What follows belongs to an exercise in optimizing a design on an open flow for small area, a short achievable clock period and few clock cycles per item; a production flow would make more cautious choices. Only simulation tests tie the RTL to the original design; equivalence was not proved. Power is estimated from default activity; no workload was simulated.

Setup of JK:
// bresenham_line_rasterizer
module bresenham_line_rasterizer #(
   parameter int COORD_BITS  = brl_pkg::COORD_BITS_DEFAULT,
   parameter int QUEUE_DEPTH = brl_pkg::QUEUE_DEPTH_DEFAULT
) (
   input  logic                                           clock,
   input  logic                                           reset,
   input  logic                                           req_tvalid,
   output logic                                           req_tready,
   input  logic [brl_pkg::req_data_bits(COORD_BITS)-1:0]  req_tdata,
   input  logic                                           req_tuser,
   output logic                                           rsp_tvalid,
   input  logic                                           rsp_tready,
   output logic [brl_pkg::rsp_data_bits(COORD_BITS)-1:0]  rsp_tdata,
   output logic                                           rsp_tlast,
   input  logic                                           csr_psel,
   input  logic                                           csr_penable,
   input  logic                                           csr_pwrite,
   input  logic [brl_pkg::CFG_ADDR_BITS-1:0]              csr_paddr,
   input  logic [brl_pkg::CFG_DATA_BITS-1:0]              csr_pwdata,
   output logic [brl_pkg::CFG_DATA_BITS-1:0]              csr_prdata,
   output logic                                           csr_pready
);
Size: roughly 2700 cells after synthesis, ~270 flip-flops, roughly 24000 um^2 of cells after synthesis.
clock: 7.5 ns
lec_check: 0
cap_margin: 20
core_margin: 2
core_utilization: 55
setup_slack_margin: 3.6
slew_margin: 20
tns_end_percent: 0
standard.sh (not shown) runs the stock make flow with config.mk's settings and CLKGATE_MAP_FILE= SYNTH_SCRIPT=/design/flow/synth_recipe.tcl, a recipe that flattens the netlist after the stock synthesis.
==> flow/flow/run.sh <==
#!/bin/bash
# Layout flow: the standard flow (standard.sh, unchanged synthesis and
# layout steps), with the port buffers made from the small buffer
# sky130_fd_sc_hd__buf_1 instead of the flow's default delay buffer; the
# resizer still upsizes any port buffer that timing needs.
set -e
cp standard.sh standard_sh_copy.log
export BUFFER_PORTS_ARGS="-buffer_cell sky130_fd_sc_hd__buf_1"
bash standard.sh > standard.log 2>&1
Testbench counts of JK, summed over its fixed seeds: cycles 25,957, pixels 21,307.
The following lists how TR was set up differently from JK:
diff --git a/flow/design.v b/flow/design.v
--- a/flow/design.v
+++ b/flow/design.v
@@ -576,62 +576,60 @@
       .py0        (f_py),
       .dmaj       (f_dmaj),
       .dmin       (f_dmin),
       .dq         (f_dq)
    );
    logic            deliver, accept, load, step, open_now, cond;
-   logic            cond_ff, b_en_ff, b_neg_ff, c_en_ff, c_neg_ff;
-   logic            cond_next;
    logic [C:0]      g_op, g_keep, g_move, g_next, y_sum, ys_sum, ye_sum;
    logic [C-1:0]    px_delta, py_delta;
-   logic [AB-1:0]   x_part, xs_part, xe_part, mac0, mac1, bsel, csel, step_b, step_c, step_s, step_k;
+   logic [AB-1:0]   x_part, mac0, mac1, bsel, csel, step_b, step_c, step_s, step_k;
    logic [AB-1:0]   addr_step;
    logic [C+2:0]    x_off;
+   logic [2:0]      s_pix;
    logic [CB-1:0]   red, green, blue;
    logic [HB-1:0]   word565;
    logic [WB-1:0]   word;
    assign deliver    = out_valid_ff && rsp_tready;
    assign req_tready = !setup1_ff && !setup2_ff && (!out_valid_ff || rsp_tready);
    assign accept     = req_tvalid && req_tready;
    assign load       = accept && brl_pkg::item_kind_type'(req_tuser) == brl_pkg::KIND_LOAD;
    assign step       = accept && brl_pkg::item_kind_type'(req_tuser) == brl_pkg::KIND_STEP;
    assign open_now   = deliver ? !last_ff : active_ff;
-   assign cond       = cond_ff && !setup2_ff;
+   assign cond       = !g_ff[C] && !setup2_ff;
    always_comb begin
       ys_sum = (C+1)'(py_ff) + (C+1)'(cfg.y_offset);
       ye_sum = (C+1)'(dmin_ff) + (C+1)'(cfg.y_offset);
       y_sum  = (ye_sum & {(C+1){f_swap}}) | (ys_sum & {(C+1){!f_swap}});
       case (cfg.pixel_mode)
          brl_pkg::MODE_RGB565: begin
-            xs_part = AB'(px_ff) << brl_pkg::SHIFT_RGB565;
-            xe_part = AB'(rem_ff) << brl_pkg::SHIFT_RGB565;
-            x_off   = (C+3)'(cfg.x_offset) << brl_pkg::SHIFT_RGB565;
+            x_part = AB'(f_px) << brl_pkg::SHIFT_RGB565;
+            x_off  = (C+3)'(cfg.x_offset) << brl_pkg::SHIFT_RGB565;
          end
          default: begin
-            xs_part = AB'(px_ff) << brl_pkg::SHIFT_BGRX32;
-            xe_part = AB'(rem_ff) << brl_pkg::SHIFT_BGRX32;
-            x_off   = (C+3)'(cfg.x_offset) << brl_pkg::SHIFT_BGRX32;
+            x_part = AB'(f_px) << brl_pkg::SHIFT_BGRX32;
+            x_off  = (C+3)'(cfg.x_offset) << brl_pkg::SHIFT_BGRX32;
          end
       endcase
-      x_part = (xe_part & {AB{f_swap}}) | (xs_part & {AB{!f_swap}});
       g_op   = setup2_ff ? ~{2'b00, rem_ff[C-1:1]} : g_ff;
       g_keep = g_op + {1'b0, dmin_ff};
       g_move = g_ff + dq_ff + (C+1)'(steep_ff);
       g_next = (g_move & {(C+1){cond}}) | (g_keep & {(C+1){!cond}});
-      cond_next = !g_next[C];
-      bsel = (AB'(cfg.line_stride) & {AB{b_en_ff}}) ^ {AB{b_neg_ff}};
-      csel = {{(AB-3){c_neg_ff}},
-              c_neg_ff || (!cfg.pixel_mode && c_en_ff),
-              cfg.pixel_mode && c_en_ff,
-              b_neg_ff};
+      s_pix = cfg.pixel_mode ? 3'd2 : 3'd4;
+      if (steep_ff) begin
+         bsel = AB'(cfg.line_stride);
+         csel = !cond ? '0 : down_ff ? -(AB'(s_pix)) : AB'(s_pix);
+      end else begin
+         bsel = !cond ? '0 : down_ff ? ~(AB'(cfg.line_stride)) : AB'(cfg.line_stride);
+         csel = AB'(s_pix) + AB'(cond && down_ff);
+      end
    end
    always_comb begin
       px_delta = C'(1);
       py_delta = C'(1);
-      if (steep_ff) px_delta = !cond_ff ? '0 : down_ff ? '1 : C'(1);
-      else          py_delta = !cond_ff ? '0 : down_ff ? '1 : C'(1);
+      if (steep_ff) px_delta = !cond ? '0 : down_ff ? '1 : C'(1);
+      else          py_delta = !cond ? '0 : down_ff ? '1 : C'(1);
    end
    brl_mac_digits u_digits (
       .y  (y_sum),
       .d1 (dig1),
       .d2 (dig2),
       .d3 (dig3)
@@ -704,29 +702,19 @@
          rem_ff   <= f_dmaj;
          dmin_ff  <= f_dmin;
          dq_ff    <= f_dq;
          addr_ff  <= x_part;
       end else if (setup2_ff) begin
          g_ff     <= g_next;
-         cond_ff  <= cond_next;
-         b_en_ff  <= steep_ff || cond_next;
-         b_neg_ff <= !steep_ff && down_ff && cond_next;
-         c_en_ff  <= !steep_ff || cond_next;
-         c_neg_ff <= steep_ff && down_ff && cond_next;
          addr_ff  <= mac0;
       end else if (setup3_ff) begin
          addr_ff  <= addr_step;
       end else if (deliver) begin
          px_ff    <= px_ff + px_delta;
          py_ff    <= py_ff + py_delta;
          g_ff     <= g_next;
-         cond_ff  <= cond_next;
-         b_en_ff  <= steep_ff || cond_next;
-         b_neg_ff <= !steep_ff && down_ff && cond_next;
-         c_en_ff  <= !steep_ff || cond_next;
-         c_neg_ff <= steep_ff && down_ff && cond_next;
          rem_ff   <= rem_ff - C'(1);
          last_ff  <= rem_ff == C'(2);
          addr_ff  <= addr_step;
       end
    end
    always_comb begin
==> comparison <==
Compared with JK, in TR global-route usage lower; antenna violation net count after detailed routing roughly the same. Slowest library cell on the worst path: ha_1 -> TR, dfxtp_1 -> JK. Taking JK as the reference, in TR part of the power in the clock network decreased 6.9 points, sequential power increased 10%, part of the total power dissipated in combinational logic increased 13 points, number of buffers other than clock buffers in the final layout increased about 3.4%, non-clock buffer contribution to total cell area increased 0.19 points. Initial core utilization across JK and TR: no real change. After detailed routing, JK needs more wire than TR. Against JK, the final cell area of TR is lower. Total leakage power (lower): JK. TR reports a lower sequential portion of the cell area than JK does. JK → TR: synthesis-to-layout area growth fell by 0.57 points, largest vdd supply drop increased about 60%.
Testbench counts of TR, summed over its fixed seeds: cycles 25,957, pixels 21,307.

* * *

## job 1819
Another version of the RTL of bresenham_line_rasterizer (not shown whole).
Size: about 23000 um^2 of cells after synthesis.
export LEC_CHECK = 0
export CAP_MARGIN = 20
export CORE_MARGIN = 2
export CORE_UTILIZATION = 55
export SETUP_SLACK_MARGIN = 3.6
export SLEW_MARGIN = 20
export TNS_END_PERCENT = 0
create_clock -name core_clock -period 7.5 [get_ports {clock}]
run.sh (not shown) runs the stock make flow with config.mk's settings and CLKGATE_MAP_FILE= SYNTH_SCRIPT=/design/flow/synth_recipe.tcl, a recipe that flattens the netlist after the stock synthesis.
Stock flow here: none of the scripts above is used.
Testbench counts of job 1819, summed over its fixed seeds: cycles 25,957, pixels 21,307.
Edits applied to the flow inputs when going from job 1819 to job 9609:
diff --git a/flow/design.v b/flow/design.v
--- a/flow/design.v
+++ b/flow/design.v
@@ -536,19 +536,21 @@
       .minor_down (f_down),
       .px0        (f_px),
       .py0        (f_py),
       .dmaj       (f_dmaj),
       .dmin       (f_dmin),
       .dq         (f_dq)
    );
-   logic            deliver, accept, load, step, open_now, cond, g_cin;
-   logic [C:0]      g_op, g_add, g_next, y_sum, ys_sum, ye_sum;
+   logic            deliver, accept, load, step, open_now, cond;
+   logic [C:0]      g_op, g_keep, g_move, g_next, y_sum, ys_sum, ye_sum;
    logic [C-1:0]    px_delta, py_delta;
    logic [AB-1:0]   x_part, mac0, mac1, bsel, csel, step_b, step_c, step_s, step_k;
    logic [AB-1:0]   addr_step;
+   logic [AB/2:0]   step_lo;
+   logic [AB/2-1:0] step_hi0, step_hi1, step_hi;
    logic [C+2:0]    x_off;
    logic [2:0]      s_pix;
    logic [CB-1:0]   red, green, blue;
    logic [HB-1:0]   word565;
    logic [WB-1:0]   word;
    assign deliver    = out_valid_ff && rsp_tready;
    assign req_tready = !setup1_ff && !setup2_ff && (!out_valid_ff || rsp_tready);
@@ -568,17 +570,17 @@
          end
          default: begin
             x_part = AB'(f_px) << brl_pkg::SHIFT_BGRX32;
             x_off  = (C+3)'(cfg.x_offset) << brl_pkg::SHIFT_BGRX32;
          end
       endcase
       g_op   = setup2_ff ? ~{2'b00, rem_ff[C-1:1]} : g_ff;
-      g_add  = cond ? dq_ff : {1'b0, dmin_ff};
-      g_cin  = cond && steep_ff;
-      g_next = g_op + g_add + (C+1)'(g_cin);
+      g_keep = g_op + {1'b0, dmin_ff};
+      g_move = g_ff + dq_ff + (C+1)'(steep_ff);
+      g_next = (g_move & {(C+1){cond}}) | (g_keep & {(C+1){!cond}});
       s_pix = cfg.pixel_mode ? 3'd2 : 3'd4;
       if (steep_ff) begin
          bsel = AB'(cfg.line_stride);
          csel = !cond ? '0 : down_ff ? -(AB'(s_pix)) : AB'(s_pix);
       end else begin
          bsel = !cond ? '0 : down_ff ? ~(AB'(cfg.line_stride)) : AB'(cfg.line_stride);
          csel = AB'(s_pix) + AB'(cond && down_ff);
@@ -600,15 +602,20 @@
       .s1 (mac1)
    );
    always_comb begin
       step_b    = setup3_ff ? mac1_ff : bsel;
       step_c    = setup3_ff ? '0 : csel;
       step_s    = addr_ff ^ step_b ^ step_c;
       step_k    = ((addr_ff & step_b) | (addr_ff & step_c) | (step_b & step_c)) << 1;
-      addr_step = step_s + step_k;
+      step_lo   = {1'b0, step_s[AB/2-1:0]} + {1'b0, step_k[AB/2-1:0]};
+      step_hi0  = step_s[AB-1:AB/2] + step_k[AB-1:AB/2];
+      step_hi1  = step_s[AB-1:AB/2] + step_k[AB-1:AB/2] + (AB/2)'(1);
+      step_hi   = (step_hi1 & {(AB/2){step_lo[AB/2]}}) |
+                  (step_hi0 & {(AB/2){!step_lo[AB/2]}});
+      addr_step = {step_hi, step_lo[AB/2-1:0]};
    end
    always_ff @(posedge clock) begin
       mac1_ff <= mac1;
    end
    always_ff @(posedge clock) begin
       if (reset) begin
          active_ff    <= 1'b0;
[summary]
Cmp job 9609 vs job 1819: cell area power density lower in job 9609
Timing, DRC, antenna: 0 failures across job 9609 and job 1819
Job 9609 vs. job 1819: worst slack after detailed placement has increased, via count of the first global-routing pass has decreased, combinational cell fraction of total power has increased, DRC violation count after routing has remained practically unchanged, minimum period implied by the final worst setup slack has increased.
Average wire per cell in the routed design for job 9609: 0.77% down relative to job 1819
Compared with job 1819, in job 9609 clock skew went down by 4.6 ps; leakage power grew by about 0.9%.
Job 1819 → job 9609: count of cells resized by post-cts repair now sits lower, first-iteration DRC count now sits higher, achievable clock frequency now sits lower, synthesized area now sits higher, count of inverters other than clock inverters in the layout now sits higher.
Classification of the worst setup path = reg -> out: job 9609; classification of the worst setup path = in -> reg: job 1819
Testbench counts of job 9609, summed over its fixed seeds: cycles 25,957, pixels 21,307.

* * *

Another version of the RTL of bresenham_line_rasterizer (not shown whole).
For scale: roughly 2,700 cells after synthesis, about 240 flip-flops, ~240 I/O pins.
export LEC_CHECK = 0
export CAP_MARGIN = 20
export CORE_MARGIN = 2
export CORE_UTILIZATION = 55
export SETUP_SLACK_MARGIN = 3.6
export SLEW_MARGIN = 20
export TNS_END_PERCENT = 0
create_clock -name core_clock -period 7.5 [get_ports {clock}]
standard.sh (not shown) runs the stock make flow with config.mk's settings and CLKGATE_MAP_FILE= SYNTH_SCRIPT=/design/flow/synth_recipe.tcl, a recipe that flattens the netlist after the stock synthesis.
Scripts as last shown in full above: flow/flow/run.sh
Testbench counts at the start, summed over its fixed seeds: cycles 25,957, pixels 21,307.
Next try:
--- a/flow/design.v
+++ b/flow/design.v
@@ -543,24 +543,26 @@
       .minor_down (f_down),
       .px0        (f_px),
       .py0        (f_py),
       .dmaj       (f_dmaj),
       .dmin       (f_dmin),
       .dq         (f_dq)
    );
    logic            deliver, accept, load, step, open_now, cond;
    logic [C:0]      g_op, g_keep, g_move, g_next, y_sum, ys_sum, ye_sum;
    logic [C-1:0]    px_delta, py_delta;
    logic [AB-1:0]   x_part, mac0, mac1, bsel, csel, step_b, step_c, step_s, step_k;
    logic [AB-1:0]   addr_step;
+   logic [AB/2:0]   step_lo;
+   logic [AB/2-1:0] step_hi0, step_hi1, step_hi;
    logic [C+2:0]    x_off;
    logic [2:0]      s_pix;
    logic [CB-1:0]   red, green, blue;
    logic [HB-1:0]   word565;
    logic [WB-1:0]   word;
    assign deliver    = out_valid_ff && rsp_tready;
    assign req_tready = !setup1_ff && !setup2_ff && (!out_valid_ff || rsp_tready);
    assign accept     = req_tvalid && req_tready;
    assign load       = accept && brl_pkg::item_kind_type'(req_tuser) == brl_pkg::KIND_LOAD;
    assign step       = accept && brl_pkg::item_kind_type'(req_tuser) == brl_pkg::KIND_STEP;
    assign open_now   = deliver ? !last_ff : active_ff;
    assign cond       = !g_ff[C] && !setup2_ff;
@@ -602,25 +604,30 @@
       .x  (x_off),
       .y  (g_ff),
       .m  (cfg.line_stride),
       .m3 (stride3),
       .s0 (mac0),
       .s1 (mac1)
    );
    always_comb begin
       step_b    = setup3_ff ? mac1_ff : bsel;
       step_c    = setup3_ff ? '0 : csel;
       step_s    = addr_ff ^ step_b ^ step_c;
       step_k    = ((addr_ff & step_b) | (addr_ff & step_c) | (step_b & step_c)) << 1;
-      addr_step = step_s + step_k;
+      step_lo   = {1'b0, step_s[AB/2-1:0]} + {1'b0, step_k[AB/2-1:0]};
+      step_hi0  = step_s[AB-1:AB/2] + step_k[AB-1:AB/2];
+      step_hi1  = step_s[AB-1:AB/2] + step_k[AB-1:AB/2] + (AB/2)'(1);
+      step_hi   = (step_hi1 & {(AB/2){step_lo[AB/2]}}) |
+                  (step_hi0 & {(AB/2){!step_lo[AB/2]}});
+      addr_step = {step_hi, step_lo[AB/2-1:0]};
    end
    always_ff @(posedge clock) begin
       mac1_ff <= mac1;
    end
    always_ff @(posedge clock) begin
       if (reset) begin
          active_ff    <= 1'b0;
          out_valid_ff <= 1'b0;
          setup1_ff    <= 1'b0;
          setup2_ff    <= 1'b0;
          setup3_ff    <= 1'b0;
       end else begin
After rerunning: The changed run finished with timing, DRC and antenna clean. Worst setup slack loses 110 ps. Design area went up by 3.5%. Utilization went up by 0.36 points. Flip-flop and latch count stays the same. Synthesized area went up by 3.0%. Sequential power went down by about 3%. Power went down by 1.3%. Wire length went up by 3.6%. Critical path depth went down by 4. Clock-buffer cell count went up by 9. Global-route usage went down by 0.32 points. Final cell count went up by 2.9%.
Testbench counts after the change, summed over its fixed seeds: cycles 25,957, pixels 21,307.

-- static timing again, ports no longer ideal --
Ports are ideal in the flow. The routed layouts listed here were re-timed in OpenROAD. Step 1 sets driving cells, clkbuf_16 on the clock port and buf_2 on the other inputs (assumed; they add their load-dependent delay and slew). Step 2 times the ports against the registers' clock, not the clock port: input delays grow and output delays shrink by t, the midpoint of the rising clock arrivals with the driver on. a / b / c = ideal / step 1 / step 2; a / b = the first two.
| run | shift t [ns] | slack for setup (ns) | worst slew at a driven data input, ns | cell pins on the clock port's net |
|---|---|---|---|---|
| JK | 0.603 | 3.337 / 3.337 / 2.895 | 0.06 | 1 |
| TR | 0.647 | 3.524 / 3.524 / 3.120 | 0.05 | 1 |
| job 1819 | 0.654 | 3.291 / 3.319 / 2.672 | 0.05 | 1 |
| job 9609 | 0.649 | 3.125 / 3.065 / 2.526 | 0.06 | 1 |
| the first run of note 3 | 0.649 | 3.194 / 3.194 / 2.703 | 0.06 | 1 |
| the second run of note 3 | 0.625 | 3.083 / 3.083 / 2.737 | 0.05 | 1 |
After both steps setup and hold are still met in every run listed. The setup slack of job 1819, which loses most, moves by +0.028 ns with the drivers and by -0.619 ns with both steps.
